What follows belongs to an exercise in optimizing a design on an open flow for a short achievable clock period and few clock cycles; a production flow would make more cautious choices.
Only simulation tests tie the RTL to the original design; equivalence was not proved.
Power and IR drop assume default switching activity.

$ cat design/flow/config.mk
export PLATFORM = sky130hd
export DESIGN_NAME = cache
export DESIGN_NICKNAME = cache
export VERILOG_FILES = /design/flow/design.v
export SDC_FILE = /design/flow/constraint.sdc
export NUM_CORES = 4
export LEC_CHECK = 0
export CAP_MARGIN = 20
export CORE_MARGIN = 2
export CORE_UTILIZATION = 40
export SETUP_SLACK_MARGIN = 0.3
export SLEW_MARGIN = 20
$ cat design/flow/constraint.sdc
create_clock -name core_clock -period 7.0 [get_ports {clk}]
set_input_delay 1.4000 -clock core_clock [delete_from_list [all_inputs] [get_ports {clk}]]
set_output_delay 1.4000 -clock core_clock [all_outputs]
set_load 0.01 [all_outputs]
$ cat design/flow/design.v
module cache #(
    parameter int INDEX_BITS = 5
) (
    input  logic        clk,
    input  logic        rst,
    input  logic        cpu_req,
    input  logic        cpu_we,
    input  logic [31:0] cpu_addr,
    input  logic [31:0] cpu_wdata,
    output logic [31:0] cpu_rdata,
    output logic        cpu_ready,
    output logic        mem_req,
    output logic        mem_we,
    output logic [31:0] mem_addr,
    output logic [31:0] mem_wdata,
    input  logic [31:0] mem_rdata,
    input  logic        mem_ready
);
    localparam int LINES    = 1 << INDEX_BITS;
    localparam int TAG_BITS = 28 - INDEX_BITS;
    typedef enum logic [1:0] {
        IDLE   = 2'd0,
        REFILL = 2'd1,
        WRITE  = 2'd2
    } state_t;
    state_t               state_q, state_d;
    logic [1:0]           beat_q, beat_d;
    logic [LINES-1:0]     valid_q, valid_d;
    logic [TAG_BITS-1:0]  tag_mem  [LINES];
    logic [31:0]          data_mem [LINES*4];
    logic [TAG_BITS-1:0]  addr_tag;
    logic [INDEX_BITS-1:0] addr_index;
    logic [1:0]           addr_word;
    logic                 hit;
    logic                 data_we;
    logic [INDEX_BITS+1:0] data_waddr;
    logic [31:0]          data_wval;
    logic                 tag_we;
    logic                 unused_addr_bits;
    assign addr_tag         = cpu_addr[31:4+INDEX_BITS];
    assign addr_index       = cpu_addr[3+INDEX_BITS:4];
    assign addr_word        = cpu_addr[3:2];
    assign hit              = valid_q[addr_index] && (tag_mem[addr_index] == addr_tag);
    assign unused_addr_bits = ^cpu_addr[1:0];
    always_comb begin
        state_d    = state_q;
        beat_d     = beat_q;
        valid_d    = valid_q;
        cpu_ready  = 1'b0;
        cpu_rdata  = 32'h0;
        mem_req    = 1'b0;
        mem_we     = 1'b0;
        mem_addr   = 32'h0;
        mem_wdata  = 32'h0;
        data_we    = 1'b0;
        data_waddr = {addr_index, addr_word};
        data_wval  = cpu_wdata;
        tag_we     = 1'b0;
        case (state_q)
            IDLE: begin
                if (cpu_req) begin
                    if (cpu_we) begin
                        state_d = WRITE;
                    end else if (hit) begin
                        cpu_ready = 1'b1;
                        cpu_rdata = data_mem[{addr_index, addr_word}];
                    end else begin
                        state_d             = REFILL;
                        beat_d              = 2'd0;
                        valid_d[addr_index] = 1'b0;
                    end
                end
            end
            REFILL: begin
                mem_req  = 1'b1;
                mem_addr = {cpu_addr[31:4], beat_q, 2'b00};
                if (mem_ready) begin
                    data_we    = 1'b1;
                    data_waddr = {addr_index, beat_q};
                    data_wval  = mem_rdata;
                    beat_d     = beat_q + 2'd1;
                    if (beat_q == 2'd3) begin
                        valid_d[addr_index] = 1'b1;
                        tag_we              = 1'b1;
                        state_d             = IDLE;
                    end
                end
            end
            WRITE: begin
                mem_req   = 1'b1;
                mem_we    = 1'b1;
                mem_addr  = {cpu_addr[31:2], 2'b00};
                mem_wdata = cpu_wdata;
                if (mem_ready) begin
                    cpu_ready = 1'b1;
                    data_we   = hit;
                    state_d   = IDLE;
                end
            end
            default: state_d = IDLE;
        endcase
    end
    always_ff @(posedge clk or posedge rst) begin
        if (rst) begin
            state_q <= IDLE;
            beat_q  <= 2'd0;
            valid_q <= '0;
        end else begin
            state_q <= state_d;
            beat_q  <= beat_d;
            valid_q <= valid_d;
        end
    end
    always_ff @(posedge clk) begin
        if (data_we) data_mem[data_waddr] <= data_wval;
        if (tag_we) tag_mem[addr_index] <= addr_tag;
    end
endmodule
$ cat design/flow/run.sh
#!/bin/bash
# synth_recipe.tcl (not shown) runs the flow's synth.tcl, then flattens the netlist and writes it again
# the make line also repeats each setting of config.mk as NAME=value (left out here)
make -C /OpenROAD-flow-scripts/flow DESIGN_CONFIG=/design/flow/config.mk WORK_HOME=/design/flow/orfs CLKGATE_MAP_FILE= SYNTH_SCRIPT=/design/flow/synth_recipe.tcl finish
==> flow_summary.toml <==
[status]
status = "no timing/DRC/antenna violations"

[layout]
mostFrequentLayoutCells = "edfxtp_1 (4832), mux4_2 (1069), nand2_1 (683)"
final_layout_size_suffix_gt1_frac = 0.270
area_growth_syn_to_layout_pct = 17.7
fin_area_sq_mm = 0.222
nets = 9841
final_common_cell = "edfxtp_1"
fill_cells = 38300

[die]
start_util = 0.401
die_x_um = 691
core.rowCount = 252
die_y_um = 691
core_sq_mm = 0.470
ios = 200
dieArea_sq_mm = 0.477

[clocking]
cts_sinks = 4868
cts_tree = "built"
cts-root-buf = "clkbuf_16"
clock_path_buffers = 4
insertion_delay_ps = 1060
numCtsBuffers = 473
ctsHtreeMaxLevel = 5
cts.reportedPaths.clkPinSlew_ps = 60

[placed_design]
postPlaceCellArea_sq_mm = 0.206
dp_worst_setup_slack_ps = -135
portBuffers = 195
place.gp.congestion = 0.841
dp_hpwl_um = 310000

[global_routing]
antenna_found_initial = 25
grt_pass1_wl_um = 743000
grt_max_degree = 130
grt_util_all_layers = 0.219
grt_pass1_vias = 96400
grt_overflow_total = 0

[sta]
finalCritPeriodShare = 0.964
fin_skew_ps = 118
slew_headroom = 0.0302
rsz0062_at_grt = "yes"
slew_violations = 0
finalHoldViolations = 0
setup_viol = 0
period_minus_slack_ps = 6750
holdWs_ps = 487
setup_slack_ps = 251
tightest_slew_ps = 1450
max_freq_mhz = 148

[yosys]
synth_top_flop_cell = "edfxtp_1"
ys_seq_area_frac = 0.774
synth_seq_cells = 4868
ys_async_sr_fraction = 0.00740
yosysUniqueCellTypes = 57
syn_area_sq_mm = 0.189
syn_inst = 8880
synth-warning-count = 1
synth_edf_count = 4832
synth.avg_cell_area_sq_um = 21.2

[worst_setup_path]
worstSetupPathType = "in -> out"
cpMaxStageDelayCell = "o21ai_0"
path_common_cell = "buf_4"
worstSetupStartpointType = "input pin"
end_kind = "primary output"
cpPeakStageDelay_ps = 850
crit_fanout = 54
arrival_ps = 5350
cp_cell_sequence = "clkbuf_16 > buf_12 > inv_12 > buf_4 > mux2i_1 > a32oi_1 > nand2_1 > buf_4 > o21ai_0 > o211a_1 > clkdlybuf4s50_1"
worst_ep_required_time_ps = 5600

[flow_run]
drv_cap = 0

[worst_hold_path]
hold_path_class = "reg -> reg"

[route]
wl_per_cell_um = 32.7
first_pass_iters = 7
vias = 96900
drc_errors = 0
ant_nets = 0
routed_wl_um = 536000
vias_per_cell = 5.91
drtIter0Drc = 12500

[pwr]
cellPowerDensity_mw_per_mm2 = 299
power_leakage_nw = 71.2
max-vdd-ir-drop_uv = 328
finalPower_mw = 66.3
==> metal layers <==
layer | routed length (um) | global-route usage
met5 | 60 | 0
met4 | 17300 | 0.0655
met3 | 56900 | 0.0546
met2 | 252000 | 0.348
met1 | 210000 | 0.300
==> synthesized netlist by cell type (7+ instances only) <==
library cell	number	area, sq um
nor4_1	97	607
mux4_1	7	184
dfrtp_1	36	901
nand2_1	720	2700
xnor2_1	14	123
edfxtp_1	4832	145000
mux4_2	1069	24100
o22ai_1	99	619
mux2_2	7	78.8
a32oi_1	256	2240
nand3_1	125	626
ha_1	8	100
o21ai_0	39	195
nor2b_1	10	62.6
buf_2	25	125
buf_6	25	282
a22oi_1	54	405
and2_1	68	425
or2_2	7	43.8
nor2_1	34	128
buf_4	11	82.6
and3_1	9	56.3
clkbuf_1	437	1640
mux2_1	28	315
xor2_1	7	61.3
nor3_1	109	546
o211ai_1	32	240
inv_1	7	26.3
buf_1	49	184
a21oi_1	20	100
o211a_1	32	320
mux2i_1	556	5570
==> cell families (layout without fill, tap and decap cells) <==
logic type	after synthesis	in the layout	share of synthesized area
DFF	4868	4868	0.774
muxes	1667	1667	0.160
and+or+nand+nor	1197	1198	0.0282
buffers and inverters	561	1817	0.0128
AOI/OAI and AO/OA	557	557	0.0229
xor gates and xnor gates	21	21	0.000975
adders and majority gates	8	8	0.000531
other	1	20	0.0000199
==> state kept, by name (all words and copies together), names as in the netlist, named ones only <==
name,count
state_q,2
tag_mem,736
data_mem,4096
beat_q,2
==> stage by stage <==
stage / std cells / util / TNS, ps
2_1_floorplan: 8881 / - / -2861790
3_3_place_gp: 15400 / 0.438 / -5990
3_5_place_dp: 15400 / 0.438 / -1220
4_1_cts: 16300 / 0.471 / 0
5_1_grt: 16400 / 0.472 / 0
6_report: 16400 / 0.472 / 0
==> worst max-delay path, delay by kind of cell <==
| kind | cells | cell delay, ps |
|---|---|---|
| mux | 1 | 210 |
| compound gates | 3 | 1500 |
| simple gates | 1 | 100 |
| buf+inv | 6 | 1910 |
==> worst paths after layout <==
check / from / endpoint / slack (ps) / cells past startpoint
worst max-delay path: cpu_addr[4] / cpu_rdata[17] / 250 / 11
worst min-delay path: flip-flop / flip-flop / 490 / 1
worst max register to register: tag_mem[13][11]$_DFFE_PP_ / data_mem[105][0]$_DFFE_PP_ / 2350 / 13
worst min register to register: flip-flop / flip-flop / 490 / 1
max in group asynchronous: rst / async pin / 5740 / 3
min in group asynchronous: rst / async pin / 860 / 3
==> where the power goes <==
group / internal (mW) / switching, mW / leakage [nW] / total (mW)
combinational: 1.88 / 5.32 / 19.8 / 7.20
sequential: 33.9 / 0.0787 / 44.0 / 34.0
clock: 14.2 / 10.9 / 7.42 / 25.1
total: 50.0 / 16.3 / 71.2 / 66.3
==> what timing repair did <==
action,CTS,global route
resized for setup,22,42
endpoints found under the setup margin,32,32
cloned,7,5
setup buffers,0,22
pin swaps,5,10
hold buffers,0,0
==> layout make-up <==
class,instances,area (sq um),share of cell area
tap,6223,7790,0.0351
clock inverter,313,2850,0.0128
sequential,4868,146000,0.658
timing repair buffer,926,11200,0.0503
inverter,10,50.0,0.000226
multi-input combinational,3453,41700,0.188
clock buffer,568,12300,0.0555
antenna,18,45.0,0.000203
Testbench counts, summed over its fixed seeds: cycles 116,547.

==> separate check: timing with driven ports <==
The results above use ideal ports. As a check the final layout listed here was re-extracted and re-timed, cells and wires unchanged. Step 1, drivers: a clkbuf_16 drives clk and a buf_2 each remaining input, both assumed. Step 2 adds t to the input delays and takes it off the output delays; t is the mean of the earliest and latest rising clock arrival at the registers after step 1. Input paths then give back, and output paths get back, about the clock's delay inside the block. a / b / c = ideal ports / drivers / drivers and shift; a / b = the first two.
t, ns: 1.114
setup WS [ns]: 0.251 / -0.028 / -0.028
hold WS [ns]: 0.487 / 0.487 / 0.487
Met with ideal ports but missed after step 2: setup timing in this run. The setup slack of this run moves by -0.279 ns with the drivers and by -0.279 ns with both steps.
